From an optimization exercise on the open Yosys and OpenROAD flow, aimed at small area and a short achievable clock period; shortcuts taken in it are not production practice. Only simulation tests tie the RTL to the original design; equivalence was not proved. No activity file was given, so power comes from the tool's default toggle rates.

Setup of violet:
==> module btc_update, before the edit <==
module btc_update #(
    parameter int N = 16
) (
    input  logic [N-1:0] eq,         
    input  logic [N-1:0] valid,
    input  logic         redirect,
    input  logic         arst,
    output logic [N-1:0] match,
    output logic         match_any,
    output logic         all_valid,
    output logic         alloc,
    output logic         evict
);
    assign match     = valid & eq;
    assign match_any = |match;
    assign all_valid = &valid;
    assign alloc     = !arst && redirect;
    assign evict     = alloc && !match_any && all_valid;
endmodule
==> module branch_target_cache, before the edit <==
module branch_target_cache #(
    parameter int ADDR_W    = branch_target_cache_pkg::DEF_ADDR_W,
    parameter int NUM_ENTRY = branch_target_cache_pkg::DEF_NUM_ENTRY
) (
    input  logic                           clk_i,
    input  logic                           arst_i,
    input  logic                           flush_i,
    input  logic [ADDR_W-1:0]              pc_i,
    input  logic                           upd_valid_i,
    input  logic [ADDR_W-1:0]              upd_current_i,
    input  logic [ADDR_W-1:0]              upd_next_i,
    output logic                           hit_o,
    output logic [ADDR_W-1:0]              target_o,
    output logic                           alloc_o,
    output logic                           evict_o,
    output logic [$clog2(NUM_ENTRY+1)-1:0] count_o
);
    localparam int TW = ADDR_W - 2;
    localparam int N  = NUM_ENTRY;
    localparam int IW = $clog2(NUM_ENTRY);
    localparam int CW = $clog2(NUM_ENTRY + 1);
    logic [TW-1:0] tags    [N];
    logic [TW-1:0] targets [N];
    logic [N-1:0]  valid;
    logic [IW-1:0] victim;
    logic [CW-1:0] count;
    logic [TW-1:0] pc_tag, upd_tag, nxt_tag;
    logic [N-1:0]  pc_eq, upd_eq, upd_match, free_oh, victim_oh, wsel;
    logic          match_any, all_valid, bp_eq, seq_ok, redirect, sequential;
    logic          lookup_ok, bp;
    logic [ADDR_W-1:0] pc_p4;
    logic [N*TW-1:0]   tgt_flat;
    assign pc_tag  = pc_i[ADDR_W-1:2];
    assign upd_tag = upd_current_i[ADDR_W-1:2];
    assign nxt_tag = upd_next_i[ADDR_W-1:2];
    assign pc_p4   = pc_i + ADDR_W'(4);
    logic [ADDR_W-1:0] seq_bits;
    btc_seq_bits #(.A(ADDR_W)) u_seq_bits (.cur(upd_current_i), .nxt(upd_next_i), .ok(seq_bits));
    btc_all_tree #(.W(ADDR_W)) u_seq (.x(seq_bits), .all(seq_ok));
    assign redirect   = upd_valid_i && !seq_ok;
    assign sequential = upd_valid_i && seq_ok;
    for (genvar i = 0; i < N; i++) begin : g_cmp
        logic pc_ne;
        btc_ne_tree #(.W(TW)) u_pc (.a(tags[i]), .b(pc_tag), .ne(pc_ne));
        assign pc_eq[i] = !pc_ne;
        btc_eq #(.W(TW)) u_upd (.a(tags[i]), .b(upd_tag), .eq(upd_eq[i]));
        assign tgt_flat[i*TW +: TW] = targets[i];
    end
    logic bp_ne;
    btc_ne_tree #(.W(TW)) u_bp (.a(upd_tag), .b(pc_tag), .ne(bp_ne));
    assign bp_eq = !bp_ne;
    assign bp        = !arst_i && upd_valid_i && bp_eq;
    assign lookup_ok = !arst_i && !(upd_valid_i && bp_eq);
    btc_lookup #(.N(N), .W(TW)) u_lookup (
        .match     (valid & pc_eq),
        .data      (tgt_flat),
        .lookup_ok (lookup_ok),
        .bp        (bp),
        .bp_hit    (bp && redirect),
        .bp_tgt    (nxt_tag),
        .pc_p4     (pc_p4),
        .pc_lo     (pc_i[1:0]),
        .hit       (hit_o),
        .target    (target_o)
    );
    btc_update #(.N(N)) u_update (
        .eq        (upd_eq),
        .valid     (valid),
        .redirect  (redirect),
        .arst      (arst_i),
        .match     (upd_match),
        .match_any (match_any),
        .all_valid (all_valid),
        .alloc     (alloc_o),
        .evict     (evict_o)
    );
    assign count_o = count;
    always_comb begin
        for (int i = 0; i < N; i++) begin
            free_oh[i]   = !valid[i] && ((valid & ((N'(1) << i) - N'(1))) == ((N'(1) << i) - N'(1)));
            victim_oh[i] = (victim == IW'(i));
        end
    end
    assign wsel = match_any ? upd_match : (all_valid ? victim_oh : free_oh);
    always_ff @(posedge clk_i or posedge arst_i) begin
        if (arst_i) begin
            valid  <= '0;
            count  <= '0;
            victim <= '0;
        end else if (flush_i) begin
            valid  <= '0;
            count  <= '0;
            victim <= '0;
        end else begin
            valid <= (valid & ~(sequential ? upd_match : '0)) | (redirect ? wsel : '0);
            if (redirect && !match_any && !all_valid)
                count <= count + CW'(1);
            else if (sequential && match_any)
                count <= count - CW'(1);
            if (redirect && !match_any && all_valid)
                victim <= victim + IW'(1);
        end
    end
    always_ff @(posedge clk_i) begin
        for (int i = 0; i < N; i++) begin
            if (redirect && wsel[i]) begin
                tags[i]    <= upd_tag;
                targets[i] <= nxt_tag;
            end
        end
    end
endmodule
clock: 15.0 ns
lec_check: 0
cap_margin: 20
core_margin: 2
core_utilization: 60
cts_buf_list: sky130_fd_sc_hd__clkbuf_16
cts_cluster_diameter: 80
cts_cluster_size: 25
place_density: 0.8
slew_margin: 20
synth_hierarchical: 1
standard.sh (not shown) runs the stock make flow with config.mk's settings and CLKGATE_MAP_FILE= SYNTH_SCRIPT=/design/flow/synth_recipe.tcl, a recipe that flattens the netlist after the stock synthesis.
==> flow/flow/run.sh <==
#!/bin/bash
set -euo pipefail
PB="BUFFER_PORTS_ARGS=-buffer_cell sky130_fd_sc_hd__buf_4"
bash standard.sh SETUP_SLACK_MARGIN=6 "$PB" cts > make_cts.log 2>&1
bash standard.sh SETUP_SLACK_MARGIN=4 "$PB" finish > make_finish.log 2>&1
### violet -> onyx
diff --git a/flow/design.v b/flow/design.v
--- a/flow/design.v
+++ b/flow/design.v
@@ -47,17 +47,24 @@
     input  logic [N-1:0] eq,         
     input  logic [N-1:0] valid,
-    input  logic         redirect,
-    input  logic         arst,
     output logic [N-1:0] match,
     output logic         match_any,
-    output logic         all_valid,
-    output logic         alloc,
-    output logic         evict
+    output logic         all_valid
 );
     assign match     = valid & eq;
     assign match_any = |match;
     assign all_valid = &valid;
-    assign alloc     = !arst && redirect;
-    assign evict     = alloc && !match_any && all_valid;
+endmodule
+module btc_evict #(
+    parameter int N = 16
+) (
+    input  logic [N-1:0] eq,         
+    input  logic [N-1:0] valid,
+    input  logic         redirect,
+    input  logic         arst,
+    output logic         alloc,
+    output logic         evict
+);
+    assign alloc = !arst && redirect;
+    assign evict = alloc && !(|(valid & eq)) && (&valid);
 endmodule
 module btc_xor2 (input logic a, input logic b, output logic y);
@@ -224,9 +231,13 @@
         .eq        (upd_eq),
         .valid     (valid),
+        .match     (upd_match),
+        .match_any (match_any),
+        .all_valid (all_valid)
+    );
+    btc_evict #(.N(N)) u_evict (
+        .eq        (upd_eq),
+        .valid     (valid),
         .redirect  (redirect),
         .arst      (arst_i),
-        .match     (upd_match),
-        .match_any (match_any),
-        .all_valid (all_valid),
         .alloc     (alloc_o),
         .evict     (evict_o)
==> run summary <==
Across violet and onyx, the outcome is the same: a clean finish for every run. On portion of total power attributed to combinational logic, violet and onyx are neck and neck. Between violet and onyx, the difference in cell count is negligible. For violet, the topmost layer with routed signal wires was met4, unlike onyx, where it was met5. Going from violet to onyx, length of routed met3 wiring shrank slightly. Summary of onyx over violet: power increased 2.0%; combined area of all synthesized cells was more or less identical. From violet to onyx the numbers moved as follows: cell count after synthesis was more or less identical; area of all placed cells without fillers went up by 0.37%; global-route usage went up by 1.4 points. For setup TNS after final layout, onyx and violet come out practically identical. | count of nets after finishing | onyx vs violet | ≈ equal |. Per the comparison of onyx with violet, vias after detailed routing dropped about 0.36%; portion of total power attributed to sequential cells fell by 1.2 points; layout-stage area growth over the synthesis result picked up an extra 0.28 points.

* * *

The RTL this note starts from:
==> flow/design.v <==
package branch_target_cache_pkg;
    localparam int DEF_ADDR_W    = 64;
    localparam int DEF_NUM_ENTRY = 16;
    typedef logic [DEF_ADDR_W-3:0] red_addr_t;
endpackage
module btc_eq #(
    parameter int W = 62
) (
    input  logic [W-1:0] a,
    input  logic [W-1:0] b,
    output logic         eq
);
    assign eq = (a == b);
endmodule
module btc_lookup #(
    parameter int N = 16,
    parameter int W = 62
) (
    input  logic [N-1:0]   match,      
    input  logic [N*W-1:0] data,       
    input  logic           lookup_ok,  
    input  logic           bp,         
    input  logic           bp_hit,     
    input  logic [W-1:0]   bp_tgt,
    input  logic [W+1:0]   pc_p4,
    input  logic [1:0]     pc_lo,
    output logic           hit,
    output logic [W+1:0]   target
);
    logic [W-1:0] hit_tgt;
    logic         hit_any, p4_sel;
    always_comb begin
        hit_tgt = '0;
        for (int i = 0; i < N; i++)
            hit_tgt = hit_tgt | (match[i] ? data[i*W +: W] : '0);
    end
    assign hit_any = (|match) && lookup_ok;
    assign p4_sel  = !hit_any && !bp;
    assign hit     = hit_any || bp_hit;
    assign target  = {(lookup_ok ? hit_tgt : '0) | (bp ? bp_tgt : '0) |
                      (p4_sel ? pc_p4[W+1:2] : '0),
                      hit ? 2'b00 : pc_lo};
endmodule
module btc_update #(
    parameter int N = 16
) (
    input  logic [N-1:0] eq,         
    input  logic [N-1:0] valid,
    output logic [N-1:0] match,
    output logic         match_any,
    output logic         all_valid
);
    assign match     = valid & eq;
    assign match_any = |match;
    assign all_valid = &valid;
endmodule
module btc_wsel #(
    parameter int N  = 16,
    parameter int IW = 4
) (
    input  logic [N-1:0]  match,      
    input  logic          match_any,
    input  logic [N-1:0]  valid,
    input  logic          all_valid,
    input  logic [IW-1:0] victim,
    input  logic          redirect,
    output logic [N-1:0]  wsel,
    output logic [N-1:0]  we
);
    logic [N-1:0] free_oh, victim_oh, new_oh;
    always_comb begin
        for (int i = 0; i < N; i++) begin
            free_oh[i]   = !valid[i] && ((valid & ((N'(1) << i) - N'(1))) == ((N'(1) << i) - N'(1)));
            victim_oh[i] = (victim == IW'(i));
        end
    end
    assign new_oh = all_valid ? victim_oh : free_oh;
    assign wsel   = match | (match_any ? '0 : new_oh);
    assign we     = redirect ? wsel : '0;
endmodule
module btc_evict #(
    parameter int N = 16
) (
    input  logic [N-1:0] eq,         
    input  logic [N-1:0] valid,
    input  logic         redirect,
    input  logic         arst,
    output logic         alloc,
    output logic         evict
);
    assign alloc = !arst && redirect;
    assign evict = alloc && !(|(valid & eq)) && (&valid);
endmodule
module btc_xor2 (input logic a, input logic b, output logic y);
    assign y = a ^ b;
endmodule
module btc_nor2 (input logic a, input logic b, output logic y);
    assign y = !(a || b);
endmodule
module btc_nand2 (input logic a, input logic b, output logic y);
    assign y = !(a && b);
endmodule
module btc_inv (input logic a, output logic y);
    assign y = !a;
endmodule
module btc_ne_tree #(
    parameter int W = 62
) (
    input  logic [W-1:0] a,
    input  logic [W-1:0] b,
    output logic         ne
);
    localparam int L = $clog2(W);    
    logic [W-1:0] node [L+1];
    for (genvar j = 0; j < W; j++) begin : g_x
        btc_xor2 u_x (.a(a[j]), .b(b[j]), .y(node[0][j]));
    end
    for (genvar lv = 1; lv <= L; lv++) begin : g_lv
        localparam int NI = (W + (1 << (lv - 1)) - 1) >> (lv - 1);   
        localparam int NO = (NI + 1) / 2;                             
        for (genvar j = 0; j < NO; j++) begin : g_n
            if (2 * j + 1 < NI) begin : g_pair
                if (lv % 2 == 1) begin : g_or
                    btc_nor2 u_g (.a(node[lv-1][2*j]), .b(node[lv-1][2*j+1]), .y(node[lv][j]));
                end else begin : g_and
                    btc_nand2 u_g (.a(node[lv-1][2*j]), .b(node[lv-1][2*j+1]), .y(node[lv][j]));
                end
            end else begin : g_odd
                btc_inv u_g (.a(node[lv-1][2*j]), .y(node[lv][j]));
            end
        end
        if (NO < W) begin : g_pad
            assign node[lv][W-1:NO] = '0;
        end
    end
    if (L % 2 == 1) begin : g_root_eq
        btc_inv u_root (.a(node[L][0]), .y(ne));
    end else begin : g_root_ne
        assign ne = node[L][0];
    end
endmodule
module btc_all_tree #(
    parameter int W = 64
) (
    input  logic [W-1:0] x,
    output logic         all
);
    localparam int L = $clog2(W);
    logic [W-1:0] node [L+1];
    assign node[0] = x;
    for (genvar lv = 1; lv <= L; lv++) begin : g_lv
        localparam int NI = (W + (1 << (lv - 1)) - 1) >> (lv - 1);
        localparam int NO = (NI + 1) / 2;
        for (genvar j = 0; j < NO; j++) begin : g_n
            if (2 * j + 1 < NI) begin : g_pair
                if (lv % 2 == 1) begin : g_nand
                    btc_nand2 u_g (.a(node[lv-1][2*j]), .b(node[lv-1][2*j+1]), .y(node[lv][j]));
                end else begin : g_nor
                    btc_nor2 u_g (.a(node[lv-1][2*j]), .b(node[lv-1][2*j+1]), .y(node[lv][j]));
                end
            end else begin : g_odd
                btc_inv u_g (.a(node[lv-1][2*j]), .y(node[lv][j]));
            end
        end
        if (NO < W) begin : g_pad
            assign node[lv][W-1:NO] = '0;
        end
    end
    if (L % 2 == 1) begin : g_root_odd
        btc_inv u_root (.a(node[L][0]), .y(all));
    end else begin : g_root_even
        assign all = node[L][0];
    end
endmodule
module btc_seq_bits #(
    parameter int A = 64
) (
    input  logic [A-1:0] cur,
    input  logic [A-1:0] nxt,
    output logic [A-1:0] ok
);
    assign ok[0] = nxt[0] == cur[0];
    assign ok[1] = nxt[1] == cur[1];
    assign ok[2] = nxt[2] ^ cur[2];
    for (genvar i = 3; i < A; i++) begin : g_bit
        assign ok[i] = (nxt[i] ^ cur[i]) == (cur[i-1] && !nxt[i-1]);
    end
endmodule
module branch_target_cache #(
    parameter int ADDR_W    = branch_target_cache_pkg::DEF_ADDR_W,
    parameter int NUM_ENTRY = branch_target_cache_pkg::DEF_NUM_ENTRY
) (
    input  logic                           clk_i,
    input  logic                           arst_i,
    input  logic                           flush_i,
    input  logic [ADDR_W-1:0]              pc_i,
    input  logic                           upd_valid_i,
    input  logic [ADDR_W-1:0]              upd_current_i,
    input  logic [ADDR_W-1:0]              upd_next_i,
    output logic                           hit_o,
    output logic [ADDR_W-1:0]              target_o,
    output logic                           alloc_o,
    output logic                           evict_o,
    output logic [$clog2(NUM_ENTRY+1)-1:0] count_o
);
    localparam int TW = ADDR_W - 2;
    localparam int N  = NUM_ENTRY;
    localparam int IW = $clog2(NUM_ENTRY);
    localparam int CW = $clog2(NUM_ENTRY + 1);
    logic [TW-1:0] tags    [N];
    logic [TW-1:0] targets [N];
    logic [N-1:0]  valid;
    logic [IW-1:0] victim;
    logic [CW-1:0] count;
    logic [TW-1:0] pc_tag, upd_tag, nxt_tag;
    logic [N-1:0]  pc_eq, upd_eq, upd_match, wsel;
    logic          match_any, all_valid, bp_eq, seq_ok, redirect, sequential;
    logic          lookup_ok, bp;
    logic [ADDR_W-1:0] pc_p4;
    logic [N*TW-1:0]   tgt_flat;
    assign pc_tag  = pc_i[ADDR_W-1:2];
    assign upd_tag = upd_current_i[ADDR_W-1:2];
    assign nxt_tag = upd_next_i[ADDR_W-1:2];
    assign pc_p4   = pc_i + ADDR_W'(4);
    logic [ADDR_W-1:0] seq_bits;
    btc_seq_bits #(.A(ADDR_W)) u_seq_bits (.cur(upd_current_i), .nxt(upd_next_i), .ok(seq_bits));
    btc_all_tree #(.W(ADDR_W)) u_seq (.x(seq_bits), .all(seq_ok));
    assign redirect   = upd_valid_i && !seq_ok;
    assign sequential = upd_valid_i && seq_ok;
    for (genvar i = 0; i < N; i++) begin : g_cmp
        logic pc_ne;
        btc_ne_tree #(.W(TW)) u_pc (.a(tags[i]), .b(pc_tag), .ne(pc_ne));
        assign pc_eq[i] = !pc_ne;
        logic upd_ne;
        btc_ne_tree #(.W(TW)) u_upd (.a(tags[i]), .b(upd_tag), .ne(upd_ne));
        assign upd_eq[i] = !upd_ne;
        assign tgt_flat[i*TW +: TW] = targets[i];
    end
    logic bp_ne;
    btc_ne_tree #(.W(TW)) u_bp (.a(upd_tag), .b(pc_tag), .ne(bp_ne));
    assign bp_eq = !bp_ne;
    assign bp        = !arst_i && upd_valid_i && bp_eq;
    assign lookup_ok = !arst_i && !(upd_valid_i && bp_eq);
    btc_lookup #(.N(N), .W(TW)) u_lookup (
        .match     (valid & pc_eq),
        .data      (tgt_flat),
        .lookup_ok (lookup_ok),
        .bp        (bp),
        .bp_hit    (bp && redirect),
        .bp_tgt    (nxt_tag),
        .pc_p4     (pc_p4),
        .pc_lo     (pc_i[1:0]),
        .hit       (hit_o),
        .target    (target_o)
    );
    btc_update #(.N(N)) u_update (
        .eq        (upd_eq),
        .valid     (valid),
        .match     (upd_match),
        .match_any (match_any),
        .all_valid (all_valid)
    );
    btc_evict #(.N(N)) u_evict (
        .eq        (upd_eq),
        .valid     (valid),
        .redirect  (redirect),
        .arst      (arst_i),
        .alloc     (alloc_o),
        .evict     (evict_o)
    );
    assign count_o = count;
    logic [N-1:0] we;
    btc_wsel #(.N(N), .IW(IW)) u_wsel (
        .match     (upd_match),
        .match_any (match_any),
        .valid     (valid),
        .all_valid (all_valid),
        .victim    (victim),
        .redirect  (redirect),
        .wsel      (wsel),
        .we        (we)
    );
    always_ff @(posedge clk_i or posedge arst_i) begin
        if (arst_i) begin
            valid  <= '0;
            count  <= '0;
            victim <= '0;
        end else if (flush_i) begin
            valid  <= '0;
            count  <= '0;
            victim <= '0;
        end else begin
            valid <= (valid & ~(sequential ? upd_match : '0)) | (redirect ? wsel : '0);
            if (redirect && !match_any && !all_valid)
                count <= count + CW'(1);
            else if (sequential && match_any)
                count <= count - CW'(1);
            if (redirect && !match_any && all_valid)
                victim <= victim + IW'(1);
        end
    end
    always_ff @(posedge clk_i) begin
        for (int i = 0; i < N; i++) begin
            if (we[i]) begin
                tags[i]    <= upd_tag;
                targets[i] <= nxt_tag;
            end
        end
    end
endmodule
==> flow/config.mk <==
export PLATFORM = sky130hd
export DESIGN_NAME = branch_target_cache
export DESIGN_NICKNAME = branch_target_cache
export VERILOG_FILES = /design/flow/design.v
export SDC_FILE = /design/flow/constraint.sdc
export NUM_CORES = 4
export LEC_CHECK = 0
export CAP_MARGIN = 20
export CORE_MARGIN = 2
export CORE_UTILIZATION = 60
export CTS_BUF_LIST = sky130_fd_sc_hd__clkbuf_16
export CTS_CLUSTER_DIAMETER = 80
export CTS_CLUSTER_SIZE = 25
export PLACE_DENSITY = 0.8
export SLEW_MARGIN = 20
export SYNTH_HIERARCHICAL = 1
==> flow/constraint.sdc <==
create_clock -name core_clock -period 15.0 [get_ports {clk_i}]
set_input_delay 3.0000 -clock core_clock [delete_from_list [all_inputs] [get_ports {clk_i}]]
set_output_delay 3.0000 -clock core_clock [all_outputs]
set_load 0.01 [all_outputs]
==> flow/flow/run.sh <==
#!/bin/bash
set -euo pipefail
PB="BUFFER_PORTS_ARGS=-buffer_cell sky130_fd_sc_hd__buf_4"
bash standard.sh SETUP_SLACK_MARGIN=6.5 "$PB" cts > make_cts.log 2>&1
bash standard.sh SETUP_SLACK_MARGIN=4 "$PB" finish > make_finish.log 2>&1
The first run reached the layout checks and failed them: slew limit.
Change:
--- a/flow/design.v
+++ b/flow/design.v
@@ -51,34 +51,10 @@
     output logic         all_valid
 );
     assign match     = valid & eq;
     assign match_any = |match;
     assign all_valid = &valid;
-endmodule
-module btc_wsel #(
-    parameter int N  = 16,
-    parameter int IW = 4
-) (
-    input  logic [N-1:0]  match,      
-    input  logic          match_any,
-    input  logic [N-1:0]  valid,
-    input  logic          all_valid,
-    input  logic [IW-1:0] victim,
-    input  logic          redirect,
-    output logic [N-1:0]  wsel,
-    output logic [N-1:0]  we
-);
-    logic [N-1:0] free_oh, victim_oh, new_oh;
-    always_comb begin
-        for (int i = 0; i < N; i++) begin
-            free_oh[i]   = !valid[i] && ((valid & ((N'(1) << i) - N'(1))) == ((N'(1) << i) - N'(1)));
-            victim_oh[i] = (victim == IW'(i));
-        end
-    end
-    assign new_oh = all_valid ? victim_oh : free_oh;
-    assign wsel   = match | (match_any ? '0 : new_oh);
-    assign we     = redirect ? wsel : '0;
 endmodule
 module btc_evict #(
     parameter int N = 16
 ) (
     input  logic [N-1:0] eq,         
@@ -211,11 +187,11 @@
     logic [TW-1:0] targets [N];
     logic [N-1:0]  valid;
     logic [IW-1:0] victim;
     logic [CW-1:0] count;
     logic [TW-1:0] pc_tag, upd_tag, nxt_tag;
-    logic [N-1:0]  pc_eq, upd_eq, upd_match, wsel;
+    logic [N-1:0]  pc_eq, upd_eq, upd_match, free_oh, victim_oh, wsel;
     logic          match_any, all_valid, bp_eq, seq_ok, redirect, sequential;
     logic          lookup_ok, bp;
     logic [ADDR_W-1:0] pc_p4;
     logic [N*TW-1:0]   tgt_flat;
     assign pc_tag  = pc_i[ADDR_W-1:2];
@@ -267,21 +243,17 @@
         .arst      (arst_i),
         .alloc     (alloc_o),
         .evict     (evict_o)
     );
     assign count_o = count;
-    logic [N-1:0] we;
-    btc_wsel #(.N(N), .IW(IW)) u_wsel (
-        .match     (upd_match),
-        .match_any (match_any),
-        .valid     (valid),
-        .all_valid (all_valid),
-        .victim    (victim),
-        .redirect  (redirect),
-        .wsel      (wsel),
-        .we        (we)
-    );
+    always_comb begin
+        for (int i = 0; i < N; i++) begin
+            free_oh[i]   = !valid[i] && ((valid & ((N'(1) << i) - N'(1))) == ((N'(1) << i) - N'(1)));
+            victim_oh[i] = (victim == IW'(i));
+        end
+    end
+    assign wsel = match_any ? upd_match : (all_valid ? victim_oh : free_oh);
     always_ff @(posedge clk_i or posedge arst_i) begin
         if (arst_i) begin
             valid  <= '0;
             count  <= '0;
             victim <= '0;
@@ -299,11 +271,11 @@
                 victim <= victim + IW'(1);
         end
     end
     always_ff @(posedge clk_i) begin
         for (int i = 0; i < N; i++) begin
-            if (we[i]) begin
+            if (redirect && wsel[i]) begin
                 tags[i]    <= upd_tag;
                 targets[i] <= nxt_tag;
             end
         end
     end
With this change the flow went through all stages and came out clean.
Routed wire length came out higher by about 3%.
Worst setup slack got worse by 0.098 ns.
Core utilization came out higher by 0.69 points.
Global-route usage came out higher by 0.98 points.
Non-clock buffer count came out lower by 4.
Cell count came out lower by about 0.3%.
Clock-buffer cell count came out lower by 5.

port drivers added, routing unchanged:
Ports are ideal in the flow. The routed layouts listed here were re-timed in OpenROAD.
Step 1 assumes that a clkbuf_16 drives the clock port and a buf_2 every other input.
Step 2, shift: input delay + t, output delay - t, t = (earliest + latest rising clock arrival at the registers) / 2. This alone moves slack from input paths to output paths.
Slacks: ideal / step 1 / step 2; pairs: ideal / step 1.
run | t, ns | setup slack, ns | clock arrival spread, ns | cell pins on the clock port's net
violet | 0.861 | 5.718 / 5.664 / 5.171 | 0.079 / 0.079 | 1
onyx | 0.879 | 5.457 / 5.423 / 4.813 | 0.057 / 0.057 | 1
the first run of note 2 | 0.849 | 6.180 / 6.003 / 5.706 | 0.053 / 0.053 | 1
the second run of note 2 | 0.837 | 6.082 / 5.914 / 5.601 | 0.082 / 0.082 | 1
The setup slack of onyx, which loses most, moves by -0.034 ns with the drivers and by -0.644 ns with both steps.
